Source: an optimization exercise on an open RTL-to-GDS flow (aim: small area, a short achievable clock period and few clock cycles per item). Production flows keep margins and buffers that such runs may drop. RTL that was checked went through simulation tests only; none was proved equivalent to the original. Power is estimated from default activity; no workload was simulated.

==> inputs of willow <==
==> flow/design.v <==
module ring_stats_collector #(
    parameter int NUM_NODES            = 8,
    parameter int CNT_W                = 64,
    parameter int NUM_PACKETS_PER_NODE = 20,
    parameter int TIMEOUT_CYCLES       = 65535
) (
    input  logic                       clk,
    input  logic                       rst_n,
    input  logic                       start,
    input  logic [NUM_NODES*CNT_W-1:0] sent_flat,
    input  logic [NUM_NODES*CNT_W-1:0] recv_flat,
    input  logic [NUM_NODES*CNT_W-1:0] lat_flat,
    output logic                       busy,
    output logic                       done,
    output logic                       timeout,
    output logic [CNT_W-1:0]           sum_sent,
    output logic [CNT_W-1:0]           sum_recv,
    output logic [CNT_W-1:0]           sum_lat,
    output logic [CNT_W-1:0]           avg_lat,
    output logic [CNT_W-1:0]           drop_cnt
    ,
    output logic [CNT_W-1:0]           min_recv,
    output logic [$clog2(NUM_NODES)-1:0] min_recv_node
);
    localparam int IDX_W = $clog2(NUM_NODES);
    localparam logic [CNT_W-1:0] EXPECTED = CNT_W'(NUM_NODES * NUM_PACKETS_PER_NODE);
    localparam int FD_W = 8;
    localparam int FQ_W = 9;
    localparam int TMR_W = 16;  
    function automatic logic [2*CNT_W-1:0] csa(input logic [CNT_W-1:0] a, b, c);
        logic [CNT_W-1:0] s, cy;
        s  = a ^ b ^ c;
        cy = (a & b) | (a & c) | (b & c);
        csa = {cy[CNT_W-2:0], 1'b0, s};
    endfunction
    function automatic logic [CNT_W-1:0] sum8(input logic [NUM_NODES*CNT_W-1:0] v);
        logic [CNT_W-1:0] s1, c1, s2, c2, s3, c3, s4, c4, s5, c5, s6, c6;
        {c1, s1} = csa(v[0*CNT_W +: CNT_W], v[1*CNT_W +: CNT_W], v[2*CNT_W +: CNT_W]);
        {c2, s2} = csa(v[3*CNT_W +: CNT_W], v[4*CNT_W +: CNT_W], v[5*CNT_W +: CNT_W]);
        {c3, s3} = csa(s1, c1, s2);
        {c4, s4} = csa(c2, v[6*CNT_W +: CNT_W], v[7*CNT_W +: CNT_W]);
        {c5, s5} = csa(s3, c3, s4);
        {c6, s6} = csa(s5, c5, c4);
        sum8 = s6 + c6;
    endfunction
    logic [CNT_W-1:0] in_sent, in_recv, in_lat;
    assign in_sent = sum8(sent_flat);
    assign in_recv = sum8(recv_flat);
    assign in_lat  = sum8(lat_flat);
    logic [CNT_W-1:0] rv [NUM_NODES];
    logic [3:0]       l1_c, l1_r;    
    logic [1:0]       l2_c, l2_r;    
    logic [CNT_W-1:0] m1 [4];
    logic [CNT_W-1:0] q0, q1;
    logic [CNT_W-1:0] in_min;
    logic [IDX_W-1:0] in_min_idx;
    always_comb begin
        for (int i = 0; i < NUM_NODES; i++) rv[i] = recv_flat[i*CNT_W +: CNT_W];
        for (int p = 0; p < 4; p++) begin
            l1_c[p] = rv[2*p+1] < rv[2*p];
            m1[p]   = l1_c[p] ? rv[2*p+1] : rv[2*p];
        end
        for (int p = 0; p < 2; p++) l2_c[p] = m1[2*p+1] < m1[2*p];
        q0 = l2_r[0] ? (l1_r[1] ? rv[3] : rv[2]) : (l1_r[0] ? rv[1] : rv[0]);
        q1 = l2_r[1] ? (l1_r[3] ? rv[7] : rv[6]) : (l1_r[2] ? rv[5] : rv[4]);
        if (q1 < q0) begin
            in_min     = q1;
            in_min_idx = {1'b1, l2_r[1], l2_r[1] ? l1_r[3] : l1_r[2]};
        end else begin
            in_min     = q0;
            in_min_idx = {1'b0, l2_r[0], l2_r[0] ? l1_r[1] : l1_r[0]};
        end
    end
    logic             sdiv;       
    logic [6:0]       cnt;
    logic [TMR_W-1:0] timer;
    logic [CNT_W-1:0] rem;
    logic             accept, waiting, complete, decide, cap;
    assign accept   = start && !busy;
    assign waiting  = busy && !sdiv;
    assign complete = (sum_recv >= EXPECTED);
    assign decide   = waiting && (complete || (&timer));
    assign cap      = accept || (waiting && !decide);
    localparam int MW = FD_W + 3;
    logic [MW-1:0] in_m3, in_m5, in_m7, m3, m5, m7;
    assign in_m3 = MW'(in_recv[FD_W-1:0]) + {in_recv[FD_W-1:0], 1'b0};
    assign in_m5 = MW'(in_recv[FD_W-1:0]) + {in_recv[FD_W-1:0], 2'b0};
    assign in_m7 = {in_recv[FD_W-1:0], 3'b0} - MW'(in_recv[FD_W-1:0]);
    logic [CNT_W-1:0] fq;
    logic             fast;
    always_comb begin
        logic [FD_W+FQ_W+1:0] r;
        logic [MW-1:0]        t, s, m [8];
        logic [FD_W-1:0]      d;
        logic                 dz;
        d  = sum_recv[FD_W-1:0];
        dz = (d == '0);
        m[0] = '0;
        m[1] = MW'(d);
        m[2] = MW'({d, 1'b0});
        m[3] = m3;
        m[4] = MW'({d, 2'b0});
        m[5] = m5;
        m[6] = {m3[MW-2:0], 1'b0};
        m[7] = m7;
        r  = {2'b0, sum_lat[FD_W+FQ_W-1:0]};
        fq = '0;
        for (int j = FQ_W - 3; j >= 0; j -= 3) begin
            t = r[j +: MW];
            s = t;
            for (int k = 1; k < 8; k++) begin
                if (t >= m[k]) begin
                    fq[j +: 3] = 3'(k);
                    s = t - m[k];
                end
            end
            r[j +: MW] = s;
        end
        if (dz) fq = '0;
        fast = (sum_recv[CNT_W-1:FD_W] == '0) &&
               (dz || ((sum_lat[CNT_W-1:FD_W+FQ_W] == '0) &&
                       (sum_lat[FD_W+FQ_W-1:FQ_W] < d)));
    end
    logic [CNT_W-1:0] rem_shift, rem_next;
    logic             rem_ge;
    always_comb begin
        rem_shift = {rem[CNT_W-2:0], avg_lat[CNT_W-1]};
        rem_ge    = rem[CNT_W-1] || (rem_shift >= sum_recv);
        rem_next  = rem_ge ? (rem_shift - sum_recv) : rem_shift;
    end
    always_ff @(posedge clk or negedge rst_n) begin
        if (!rst_n) begin
            busy <= 1'b0;
            done <= 1'b0;
            sdiv <= 1'b0;
        end else begin
            if (accept) begin
                busy <= 1'b1;
                done <= 1'b0;
            end else if (decide) begin
                if (fast) begin
                    busy <= 1'b0;
                    done <= 1'b1;
                end else begin
                    sdiv <= 1'b1;
                end
            end else if (sdiv && cnt == 7'd63) begin
                sdiv <= 1'b0;
                busy <= 1'b0;
                done <= 1'b1;
            end
        end
    end
    always_ff @(posedge clk) begin
        if (cap) begin
            sum_sent      <= in_sent;
            sum_recv      <= in_recv;
            sum_lat       <= in_lat;
            l1_r          <= l1_c;
            l2_r          <= l2_c;
            m3            <= in_m3;
            m5            <= in_m5;
            m7            <= in_m7;
        end
        if (cap || decide) begin
            min_recv      <= in_min;
            min_recv_node <= in_min_idx;
        end
        if (accept) timer <= '0;
        else if (waiting) timer <= timer + 1'b1;
        if (decide) begin
            timeout <= !complete;
            avg_lat <= fast ? fq : sum_lat;
            rem     <= '0;
            cnt     <= '0;
        end else if (sdiv) begin
            avg_lat <= {avg_lat[CNT_W-2:0], rem_ge};
            rem     <= rem_next;
            cnt     <= cnt + 1'b1;
        end
    end
    assign drop_cnt = (sum_sent >= sum_recv) ? (sum_sent - sum_recv) : '0;
endmodule
==> flow/run.sh <==
#!/bin/bash
# synth_recipe.tcl (not shown) runs the flow's synth.tcl, then flattens the netlist and writes it again
# the make line also repeats each setting of config.mk as NAME=value (left out here)
make -C /OpenROAD-flow-scripts/flow DESIGN_CONFIG=/design/flow/config.mk WORK_HOME=/design/flow/orfs CLKGATE_MAP_FILE= SYNTH_SCRIPT=/design/flow/synth_recipe.tcl finish
==> flow/config.mk <==
export PLATFORM = sky130hd
export DESIGN_NAME = ring_stats_collector
export DESIGN_NICKNAME = ring_stats_collector
export VERILOG_FILES = /design/flow/design.v
export SDC_FILE = /design/flow/constraint.sdc
export NUM_CORES = 4
export LEC_CHECK = 0
export CAP_MARGIN = 20
export CORE_AREA = 5 5 445 445
export DIE_AREA = 0 0 450 450
export SLEW_MARGIN = 20
==> flow/constraint.sdc <==
create_clock -name core_clock -period 9.0 [get_ports {clk}]
set_input_delay 1.8000 -clock core_clock [delete_from_list [all_inputs] [get_ports {clk}]]
set_output_delay 1.8000 -clock core_clock [all_outputs]
set_load 0.01 [all_outputs]
==> lagoon: changes against willow <==
==> flow/design.v, changed modules only <==
module ring_stats_collector #(
    parameter int NUM_NODES            = 8,
    parameter int CNT_W                = 64,
    parameter int NUM_PACKETS_PER_NODE = 20,
    parameter int TIMEOUT_CYCLES       = 65535
) (
    input  logic                       clk,
    input  logic                       rst_n,
    input  logic                       start,
    input  logic [NUM_NODES*CNT_W-1:0] sent_flat,
    input  logic [NUM_NODES*CNT_W-1:0] recv_flat,
    input  logic [NUM_NODES*CNT_W-1:0] lat_flat,
    output logic                       busy,
    output logic                       done,
    output logic                       timeout,
    output logic [CNT_W-1:0]           sum_sent,
    output logic [CNT_W-1:0]           sum_recv,
    output logic [CNT_W-1:0]           sum_lat,
    output logic [CNT_W-1:0]           avg_lat,
    output logic [CNT_W-1:0]           drop_cnt
    ,
    output logic [CNT_W-1:0]           min_recv,
    output logic [$clog2(NUM_NODES)-1:0] min_recv_node
);
    localparam int IDX_W = $clog2(NUM_NODES);
    localparam logic [CNT_W-1:0] EXPECTED = CNT_W'(NUM_NODES * NUM_PACKETS_PER_NODE);
    localparam int FD_W = 8;
    localparam int FQ_W = 9;
    localparam int TMR_W = 16;  
    function automatic logic [2*CNT_W-1:0] csa(input logic [CNT_W-1:0] a, b, c);
        logic [CNT_W-1:0] s, cy;
        s  = a ^ b ^ c;
        cy = (a & b) | (a & c) | (b & c);
        csa = {cy[CNT_W-2:0], 1'b0, s};
    endfunction
    function automatic logic [CNT_W:0] add_bk(input logic [CNT_W-1:0] a, b, input logic cin);
        logic [CNT_W-1:0] p, g, gg, pp, mk;
        p  = a ^ b;
        g  = a & b;
        gg = {g[CNT_W-1:1], g[0] | (p[0] & cin)};
        pp = p;
        for (int l = 1; l < CNT_W; l = l * 2) begin
            for (int i = 0; i < CNT_W; i++) mk[i] = (i % (2*l)) == (2*l - 1);
            gg = gg | (mk & pp & (gg << l));
            pp = pp & (~mk | (pp << l));
        end
        for (int l = CNT_W / 4; l >= 1; l = l / 2) begin
            for (int i = 0; i < CNT_W; i++) mk[i] = (i >= 3*l - 1) && ((i % (2*l)) == (l - 1));
            gg = gg | (mk & pp & (gg << l));
            pp = pp & (~mk | (pp << l));
        end
        add_bk = {gg[CNT_W-1], p ^ {gg[CNT_W-2:0], cin}};
    endfunction
    function automatic logic lt_tree(input logic [CNT_W-1:0] a, b);
        logic [CNT_W-1:0] l, g, l0;
        l = ~a & b;
        g = a & ~b;
        for (int w = 1; w < CNT_W; w = w * 2) begin
            l0 = l;
            l  = (l >> w) | (~(g >> w) & l);
            g  = (g >> w) | (~(l0 >> w) & g);
        end
        lt_tree = l[0];
    endfunction
    function automatic logic [CNT_W-1:0] sum8(input logic [NUM_NODES*CNT_W-1:0] v);
        logic [CNT_W-1:0] s1, c1, s2, c2, s3, c3, s4, c4, s5, c5, s6, c6;
        {c1, s1} = csa(v[0*CNT_W +: CNT_W], v[1*CNT_W +: CNT_W], v[2*CNT_W +: CNT_W]);
        {c2, s2} = csa(v[3*CNT_W +: CNT_W], v[4*CNT_W +: CNT_W], v[5*CNT_W +: CNT_W]);
        {c3, s3} = csa(s1, c1, s2);
        {c4, s4} = csa(c2, v[6*CNT_W +: CNT_W], v[7*CNT_W +: CNT_W]);
        {c5, s5} = csa(s3, c3, s4);
        {c6, s6} = csa(s5, c5, c4);
        sum8 = add_bk(s6, c6, 1'b0);
    endfunction
    logic [CNT_W-1:0] in_sent, in_recv, in_lat;
    assign in_sent = sum8(sent_flat);
    assign in_recv = sum8(recv_flat);
    assign in_lat  = sum8(lat_flat);
    logic [CNT_W-1:0] rv [NUM_NODES];
    logic [3:0]       l1_c, l1_r;    
    logic [CNT_W-1:0] m1 [4];
    logic [CNT_W-1:0] m2 [2];
    logic [1:0]       l2;
    logic [CNT_W-1:0] in_min;
    logic [IDX_W-1:0] in_min_idx;
    always_comb begin
        for (int i = 0; i < NUM_NODES; i++) rv[i] = recv_flat[i*CNT_W +: CNT_W];
        for (int p = 0; p < 4; p++) begin
            l1_c[p] = lt_tree(rv[2*p+1], rv[2*p]);
            m1[p]   = l1_r[p] ? rv[2*p+1] : rv[2*p];
        end
        for (int p = 0; p < 2; p++) begin
            l2[p] = lt_tree(m1[2*p+1], m1[2*p]);
            m2[p] = l2[p] ? m1[2*p+1] : m1[2*p];
        end
        if (lt_tree(m2[1], m2[0])) begin
            in_min     = m2[1];
            in_min_idx = {1'b1, l2[1], l2[1] ? l1_r[3] : l1_r[2]};
        end else begin
            in_min     = m2[0];
            in_min_idx = {1'b0, l2[0], l2[0] ? l1_r[1] : l1_r[0]};
        end
    end
    logic             sdiv;       
    logic [6:0]       cnt;
    logic [TMR_W-1:0] timer;
    logic [CNT_W-1:0] rem;
    logic             accept, waiting, complete, decide, cap;
    assign accept   = start && !busy;
    assign waiting  = busy && !sdiv;
    assign complete = (sum_recv >= EXPECTED);
    assign decide   = waiting && (complete || (&timer));
    assign cap      = accept || (waiting && !decide);
    localparam int MW = FD_W + 3;
    logic [MW-1:0] in_m3, in_m5, in_m7, m3, m5, m7;
    logic [MW-1:1] m3_r;
    logic [MW-1:2] m5_r, m7_r;
    assign in_m3 = MW'(in_recv[FD_W-1:0]) + {in_recv[FD_W-1:0], 1'b0};
    assign in_m5 = MW'(in_recv[FD_W-1:0]) + {in_recv[FD_W-1:0], 2'b0};
    assign in_m7 = {in_recv[FD_W-1:0], 3'b0} - MW'(in_recv[FD_W-1:0]);
    assign m3 = {m3_r, sum_recv[0]};
    assign m5 = {m5_r, sum_recv[1:0]};
    assign m7 = {m7_r, m3_r[1], sum_recv[0]};
    logic [CNT_W-1:0] fq;
    logic             fast;
    always_comb begin
        logic [FD_W+FQ_W+1:0] r;
        logic [MW-1:0]        t, s, m [8];
        logic [FD_W-1:0]      d;
        logic                 dz;
        d  = sum_recv[FD_W-1:0];
        dz = (d == '0);
        m[0] = '0;
        m[1] = MW'(d);
        m[2] = MW'({d, 1'b0});
        m[3] = m3;
        m[4] = MW'({d, 2'b0});
        m[5] = m5;
        m[6] = {m3[MW-2:0], 1'b0};
        m[7] = m7;
        r  = {2'b0, sum_lat[FD_W+FQ_W-1:0]};
        fq = '0;
        for (int j = FQ_W - 3; j >= 0; j -= 3) begin
            t = r[j +: MW];
            s = t;
            for (int k = 1; k < 8; k++) begin
                if (t >= m[k]) begin
                    fq[j +: 3] = 3'(k);
                    s = t - m[k];
                end
            end
            r[j +: MW] = s;
        end
        if (dz) fq = '0;
        fast = (sum_recv[CNT_W-1:FD_W] == '0) &&
               (dz || ((sum_lat[CNT_W-1:FD_W+FQ_W] == '0) &&
                       (sum_lat[FD_W+FQ_W-1:FQ_W] < d)));
    end
    logic [CNT_W-1:0] rem_shift, rem_next, rem_diff;
    logic             rem_ge;
    always_comb begin
        rem_shift = {rem[CNT_W-2:0], avg_lat[CNT_W-1]};
        {rem_ge, rem_diff} = add_bk(rem_shift, ~sum_recv, 1'b1);
        rem_ge    = rem_ge || rem[CNT_W-1];
        rem_next  = rem_ge ? rem_diff : rem_shift;
    end
    always_ff @(posedge clk or negedge rst_n) begin
        if (!rst_n) begin
            busy <= 1'b0;
            done <= 1'b0;
            sdiv <= 1'b0;
        end else begin
            if (accept) begin
                busy <= 1'b1;
                done <= 1'b0;
            end else if (decide) begin
                if (fast) begin
                    busy <= 1'b0;
                    done <= 1'b1;
                end else begin
                    sdiv <= 1'b1;
                end
            end else if (sdiv && cnt == 7'd63) begin
                sdiv <= 1'b0;
                busy <= 1'b0;
                done <= 1'b1;
            end
        end
    end
    always_ff @(posedge clk) begin
        if (cap) begin
            sum_sent      <= in_sent;
            sum_recv      <= in_recv;
            sum_lat       <= in_lat;
            l1_r          <= l1_c;
            m3_r          <= in_m3[MW-1:1];
            m5_r          <= in_m5[MW-1:2];
            m7_r          <= in_m7[MW-1:2];
        end
        if (cap || decide) begin
            min_recv      <= in_min;
            min_recv_node <= in_min_idx;
        end
        if (accept) timer <= '0;
        else if (waiting) timer <= timer + 1'b1;
        if (decide) begin
            timeout <= !complete;
            avg_lat <= fast ? fq : sum_lat;
            rem     <= '0;
            cnt     <= '0;
        end else if (sdiv) begin
            avg_lat <= {avg_lat[CNT_W-2:0], rem_ge};
            rem     <= rem_next;
            cnt     <= cnt + 1'b1;
        end
    end
    logic             drop_ge;
    logic [CNT_W-1:0] drop_diff;
    assign {drop_ge, drop_diff} = add_bk(sum_sent, ~sum_recv, 1'b1);
    assign drop_cnt = drop_ge ? drop_diff : '0;
endmodule
--- a/flow/config.mk
+++ b/flow/config.mk
@@ -7,5 +7,5 @@
 export LEC_CHECK = 0
 export CAP_MARGIN = 20
-export CORE_AREA = 5 5 445 445
-export DIE_AREA = 0 0 450 450
+export CORE_AREA = 10 10 660 660
+export DIE_AREA = 0 0 670 670
 export SLEW_MARGIN = 20
==> raven: changes against willow <==
==> flow/design.v, changed modules only <==
module ring_stats_collector #(
    parameter int NUM_NODES            = 8,
    parameter int CNT_W                = 64,
    parameter int NUM_PACKETS_PER_NODE = 20,
    parameter int TIMEOUT_CYCLES       = 65535
) (
    input  logic                       clk,
    input  logic                       rst_n,
    input  logic                       start,
    input  logic [NUM_NODES*CNT_W-1:0] sent_flat,
    input  logic [NUM_NODES*CNT_W-1:0] recv_flat,
    input  logic [NUM_NODES*CNT_W-1:0] lat_flat,
    output logic                       busy,
    output logic                       done,
    output logic                       timeout,
    output logic [CNT_W-1:0]           sum_sent,
    output logic [CNT_W-1:0]           sum_recv,
    output logic [CNT_W-1:0]           sum_lat,
    output logic [CNT_W-1:0]           avg_lat,
    output logic [CNT_W-1:0]           drop_cnt
    ,
    output logic [CNT_W-1:0]           min_recv,
    output logic [$clog2(NUM_NODES)-1:0] min_recv_node
);
    localparam int IDX_W = $clog2(NUM_NODES);
    localparam logic [CNT_W-1:0] EXPECTED = CNT_W'(NUM_NODES * NUM_PACKETS_PER_NODE);
    localparam int FD_W = 8;
    localparam int FQ_W = 9;
    localparam int TMR_W = 16;  
    function automatic logic [2*CNT_W-1:0] csa(input logic [CNT_W-1:0] a, b, c);
        logic [CNT_W-1:0] s, cy;
        s  = a ^ b ^ c;
        cy = (a & b) | (a & c) | (b & c);
        csa = {cy[CNT_W-2:0], 1'b0, s};
    endfunction
    function automatic logic [CNT_W:0] add_bk(input logic [CNT_W-1:0] a, b, input logic cin);
        logic [CNT_W-1:0] p, g, gg, pp, mk;
        p  = a ^ b;
        g  = a & b;
        gg = {g[CNT_W-1:1], g[0] | (p[0] & cin)};
        pp = p;
        for (int l = 1; l < CNT_W; l = l * 2) begin
            for (int i = 0; i < CNT_W; i++) mk[i] = (i % (2*l)) == (2*l - 1);
            gg = gg | (mk & pp & (gg << l));
            pp = pp & (~mk | (pp << l));
        end
        for (int l = CNT_W / 4; l >= 1; l = l / 2) begin
            for (int i = 0; i < CNT_W; i++) mk[i] = (i >= 3*l - 1) && ((i % (2*l)) == (l - 1));
            gg = gg | (mk & pp & (gg << l));
            pp = pp & (~mk | (pp << l));
        end
        add_bk = {gg[CNT_W-1], p ^ {gg[CNT_W-2:0], cin}};
    endfunction
    function automatic logic lt_tree(input logic [CNT_W-1:0] a, b);
        logic [CNT_W-1:0] l, g, l0;
        l = ~a & b;
        g = a & ~b;
        for (int w = 1; w < CNT_W; w = w * 2) begin
            l0 = l;
            l  = (l >> w) | (~(g >> w) & l);
            g  = (g >> w) | (~(l0 >> w) & g);
        end
        lt_tree = l[0];
    endfunction
    function automatic logic [CNT_W-1:0] sum8(input logic [NUM_NODES*CNT_W-1:0] v);
        logic [CNT_W-1:0] s1, c1, s2, c2, s3, c3, s4, c4, s5, c5, s6, c6;
        {c1, s1} = csa(v[0*CNT_W +: CNT_W], v[1*CNT_W +: CNT_W], v[2*CNT_W +: CNT_W]);
        {c2, s2} = csa(v[3*CNT_W +: CNT_W], v[4*CNT_W +: CNT_W], v[5*CNT_W +: CNT_W]);
        {c3, s3} = csa(s1, c1, s2);
        {c4, s4} = csa(c2, v[6*CNT_W +: CNT_W], v[7*CNT_W +: CNT_W]);
        {c5, s5} = csa(s3, c3, s4);
        {c6, s6} = csa(s5, c5, c4);
        sum8 = add_bk(s6, c6, 1'b0);
    endfunction
    logic [CNT_W-1:0] in_sent, in_recv, in_lat;
    assign in_sent = sum8(sent_flat);
    assign in_recv = sum8(recv_flat);
    assign in_lat  = sum8(lat_flat);
    logic [CNT_W-1:0] rv [NUM_NODES];
    logic [3:0]       l1_c, l1_r;    
    logic [CNT_W-1:0] m1 [4];
    logic [CNT_W-1:0] m2 [2];
    logic [1:0]       l2;
    logic [CNT_W-1:0] in_min;
    logic [IDX_W-1:0] in_min_idx;
    always_comb begin
        for (int i = 0; i < NUM_NODES; i++) rv[i] = recv_flat[i*CNT_W +: CNT_W];
        for (int p = 0; p < 4; p++) begin
            l1_c[p] = lt_tree(rv[2*p+1], rv[2*p]);
            m1[p]   = l1_r[p] ? rv[2*p+1] : rv[2*p];
        end
        for (int p = 0; p < 2; p++) begin
            l2[p] = lt_tree(m1[2*p+1], m1[2*p]);
            m2[p] = l2[p] ? m1[2*p+1] : m1[2*p];
        end
        if (lt_tree(m2[1], m2[0])) begin
            in_min     = m2[1];
            in_min_idx = {1'b1, l2[1], l2[1] ? l1_r[3] : l1_r[2]};
        end else begin
            in_min     = m2[0];
            in_min_idx = {1'b0, l2[0], l2[0] ? l1_r[1] : l1_r[0]};
        end
    end
    logic             sdiv;       
    logic [6:0]       cnt;
    logic [TMR_W-1:0] timer;
    logic [CNT_W-1:0] rem;
    logic             accept, waiting, complete, decide, cap;
    assign accept   = start && !busy;
    assign waiting  = busy && !sdiv;
    assign complete = (sum_recv >= EXPECTED);
    assign decide   = waiting && (complete || (&timer));
    assign cap      = accept || (waiting && !decide);
    localparam int MW = FD_W + 3;
    logic [MW-1:0] in_m3, in_m5, in_m7, m3, m5, m7;
    logic [MW-1:1] m3_r;
    logic [MW-1:2] m5_r, m7_r;
    assign in_m3 = MW'(in_recv[FD_W-1:0]) + {in_recv[FD_W-1:0], 1'b0};
    assign in_m5 = MW'(in_recv[FD_W-1:0]) + {in_recv[FD_W-1:0], 2'b0};
    assign in_m7 = {in_recv[FD_W-1:0], 3'b0} - MW'(in_recv[FD_W-1:0]);
    assign m3 = {m3_r, sum_recv[0]};
    assign m5 = {m5_r, sum_recv[1:0]};
    assign m7 = {m7_r, m3_r[1], sum_recv[0]};
    logic [CNT_W-1:0] fq;
    logic             fast;
    always_comb begin
        logic [FD_W+FQ_W+1:0] r;
        logic [MW-1:0]        t, s, m [8];
        logic [FD_W-1:0]      d;
        logic                 dz;
        d  = sum_recv[FD_W-1:0];
        dz = (d == '0);
        m[0] = '0;
        m[1] = MW'(d);
        m[2] = MW'({d, 1'b0});
        m[3] = m3;
        m[4] = MW'({d, 2'b0});
        m[5] = m5;
        m[6] = {m3[MW-2:0], 1'b0};
        m[7] = m7;
        r  = {2'b0, sum_lat[FD_W+FQ_W-1:0]};
        fq = '0;
        for (int j = FQ_W - 3; j >= 0; j -= 3) begin
            t = r[j +: MW];
            s = t;
            for (int k = 1; k < 8; k++) begin
                if (t >= m[k]) begin
                    fq[j +: 3] = 3'(k);
                    s = t - m[k];
                end
            end
            r[j +: MW] = s;
        end
        if (dz) fq = '0;
        fast = (sum_recv[CNT_W-1:FD_W] == '0) &&
               (dz || ((sum_lat[CNT_W-1:FD_W+FQ_W] == '0) &&
                       (sum_lat[FD_W+FQ_W-1:FQ_W] < d)));
    end
    logic [CNT_W-1:0] rem_shift, rem_next, rem_diff;
    logic             rem_ge;
    always_comb begin
        rem_shift = {rem[CNT_W-2:0], avg_lat[CNT_W-1]};
        {rem_ge, rem_diff} = add_bk(rem_shift, ~sum_recv, 1'b1);
        rem_ge    = rem_ge || rem[CNT_W-1];
        rem_next  = rem_ge ? rem_diff : rem_shift;
    end
    always_ff @(posedge clk or negedge rst_n) begin
        if (!rst_n) begin
            busy <= 1'b0;
            done <= 1'b0;
            sdiv <= 1'b0;
        end else begin
            if (accept) begin
                busy <= 1'b1;
                done <= 1'b0;
            end else if (decide) begin
                if (fast) begin
                    busy <= 1'b0;
                    done <= 1'b1;
                end else begin
                    sdiv <= 1'b1;
                end
            end else if (sdiv && cnt == 7'd63) begin
                sdiv <= 1'b0;
                busy <= 1'b0;
                done <= 1'b1;
            end
        end
    end
    always_ff @(posedge clk) begin
        if (cap) begin
            sum_sent      <= in_sent;
            sum_recv      <= in_recv;
            sum_lat       <= in_lat;
            l1_r          <= l1_c;
            m3_r          <= in_m3[MW-1:1];
            m5_r          <= in_m5[MW-1:2];
            m7_r          <= in_m7[MW-1:2];
        end
        if (cap || decide) begin
            min_recv      <= in_min;
            min_recv_node <= in_min_idx;
        end
        if (accept) timer <= '0;
        else if (waiting) timer <= timer + 1'b1;
        if (decide) begin
            timeout <= !complete;
            avg_lat <= fast ? fq : sum_lat;
            rem     <= '0;
            cnt     <= '0;
        end else if (sdiv) begin
            avg_lat <= {avg_lat[CNT_W-2:0], rem_ge};
            rem     <= rem_next;
            cnt     <= cnt + 1'b1;
        end
    end
    logic             drop_ge;
    logic [CNT_W-1:0] drop_diff;
    assign {drop_ge, drop_diff} = add_bk(sum_sent, ~sum_recv, 1'b1);
    assign drop_cnt = drop_ge ? drop_diff : '0;
endmodule
==> flow/flow/run.sh (new file) <==
#!/bin/bash
# Layout flow: the standard ORFS flow (standard.sh) with three knobs changed:
#  - synthesis without Yosys's early "abc -fast" pass (SYNTH_ARGS=-noabc), so extract_fa sees
#    the carry-save adders in their written polarity and maps them to full adders without
#    inverters between them; the later ABC mapping and all register handling are unchanged;
#  - port buffers are sky130_fd_sc_hd__buf_1 instead of the delay buffer buffer_ports picks;
#  - IO pins may sit on adjacent routing tracks, so the smaller die in config.mk fits them.
# The whole make output goes to flow_make.log here; ORFS keeps each step's log in orfs/logs.
set -euo pipefail
bash standard.sh \
  SYNTH_ARGS=-noabc \
  "BUFFER_PORTS_ARGS=-buffer_cell sky130_fd_sc_hd__buf_1" \
  "PLACE_PINS_ARGS=-min_distance 1 -min_distance_in_tracks" \
  finish > flow_make.log 2>&1
==> flow/standard.sh (new file) <==
#!/bin/bash
# synth_recipe.tcl (not shown) runs the flow's synth.tcl, then flattens the netlist and writes it again
# the make line also repeats each setting of config.mk as NAME=value (left out here)
make -C /OpenROAD-flow-scripts/flow DESIGN_CONFIG=/design/flow/config.mk WORK_HOME=/design/flow/orfs CLKGATE_MAP_FILE= SYNTH_SCRIPT=/design/flow/synth_recipe.tcl "${@:-finish}"
--- a/flow/config.mk
+++ b/flow/config.mk
@@ -7,5 +7,5 @@
 export LEC_CHECK = 0
 export CAP_MARGIN = 20
-export CORE_AREA = 5 5 445 445
-export DIE_AREA = 0 0 450 450
+export CORE_AREA = 5 5 395 395
+export DIE_AREA = 0 0 400 400
 export SLEW_MARGIN = 20
removed: flow/run.sh
==> comparison <==
In lagoon the core utilization is lower than in raven, by 32 points.
Between raven and lagoon, the lower wire length is in raven (gap 34%, measured against lagoon).
willow failed in 3_2_place_iop. lagoon passed the timing, design-rule and antenna checks. raven finished clean.
Combinational power: raven is smaller than lagoon (about 19%).
In raven the setup slack is better than in lagoon, by 0.088 ns.
In lagoon the sequential power is larger than in raven, by about 8%.
Of lagoon and raven, lagoon has the higher clock skew (gap 0.041 ns).
Clock power: lagoon is higher than raven (13%).
Against raven, the power of lagoon is higher by about 20%.
==> figures <==
Result of the run: lagoon finished clean; raven finished clean; willow did not finish
Stage where the flow stopped: lagoon -; raven -; willow 3_2_place_iop
Overall fraction of global-route tracks in use: lagoon 22.80%; raven 42.32%; willow -
Power in the clock group: lagoon 3140 uW; raven 2770 uW; willow -
Portion of the clock cycle consumed by the worst path in the final layout: lagoon 97.56%; raven 96.57%; willow -
Startpoint kind of the worst setup timing path: lagoon primary input; raven primary input; willow -
Largest net degree at the start of global routing: lagoon 81; raven 152; willow -
Vias/cell: lagoon 4.462; raven 5.942; willow -
Setup skew after layout: lagoon 0.09483 ns; raven 0.05381 ns; willow -
Final design instance area without fill: lagoon 0.1162 mm2; raven 0.09074 mm2; willow -
Setup Buffers After CTS: lagoon 5; raven 0; willow -
Worst setup path startpoint: lagoon lat_flat[68]; raven recv_flat[322]; willow -
CTS-repair resized insts: lagoon 64; raven 3; willow -
Count of pins on the block boundary: lagoon 1929; raven 1929; willow -
Synthesized area per cell: lagoon 9.479 um2; raven 10.63 um2; willow 8.793 um2
Clock transition time at the flip-flop clock pins of the worst setup and hold paths: lagoon 0.06 ns; raven 0.06 ns; willow -
Max-cap violations: lagoon 0; raven 0; willow -
Count of cells along the worst register-to-register path: lagoon 45; raven 47; willow -
Data arrival, critical path: lagoon 9.36 ns; raven 9.12 ns; willow -
Testbench counts of lagoon, summed over its fixed seeds: cycles 768, items 384.
Testbench counts of raven, summed over its fixed seeds: cycles 768, items 384.
For willow, only the layout was checked, not whether the RTL still works.

## what the ideal ports hide
The results above use ideal ports. As a check the final layouts listed here were re-extracted and re-timed, cells and wires unchanged. Step 1 assumes that a clkbuf_16 drives the clock port and a buf_2 every other input. Step 2 moves the port delays by t, midway between the first and last clock arrival at a register: inputs arrive t later, outputs are due t later. That takes back most of the time a late clock gives input paths. Three values: ideal ports, drivers, drivers and shift; two values: the first two.
run	t, ns	setup WS [ns]	pins driven straight from the clock port
lagoon	0.875	0.220 / 0.280 / -0.596	1
raven	0.790	0.308 / 0.229 / -0.424	1
With both steps, setup timing fails in lagoon and raven, where it was met with ideal ports. For lagoon, which loses most, drivers alone change the setup slack by +0.060 ns; drivers and shift together by -0.816 ns.
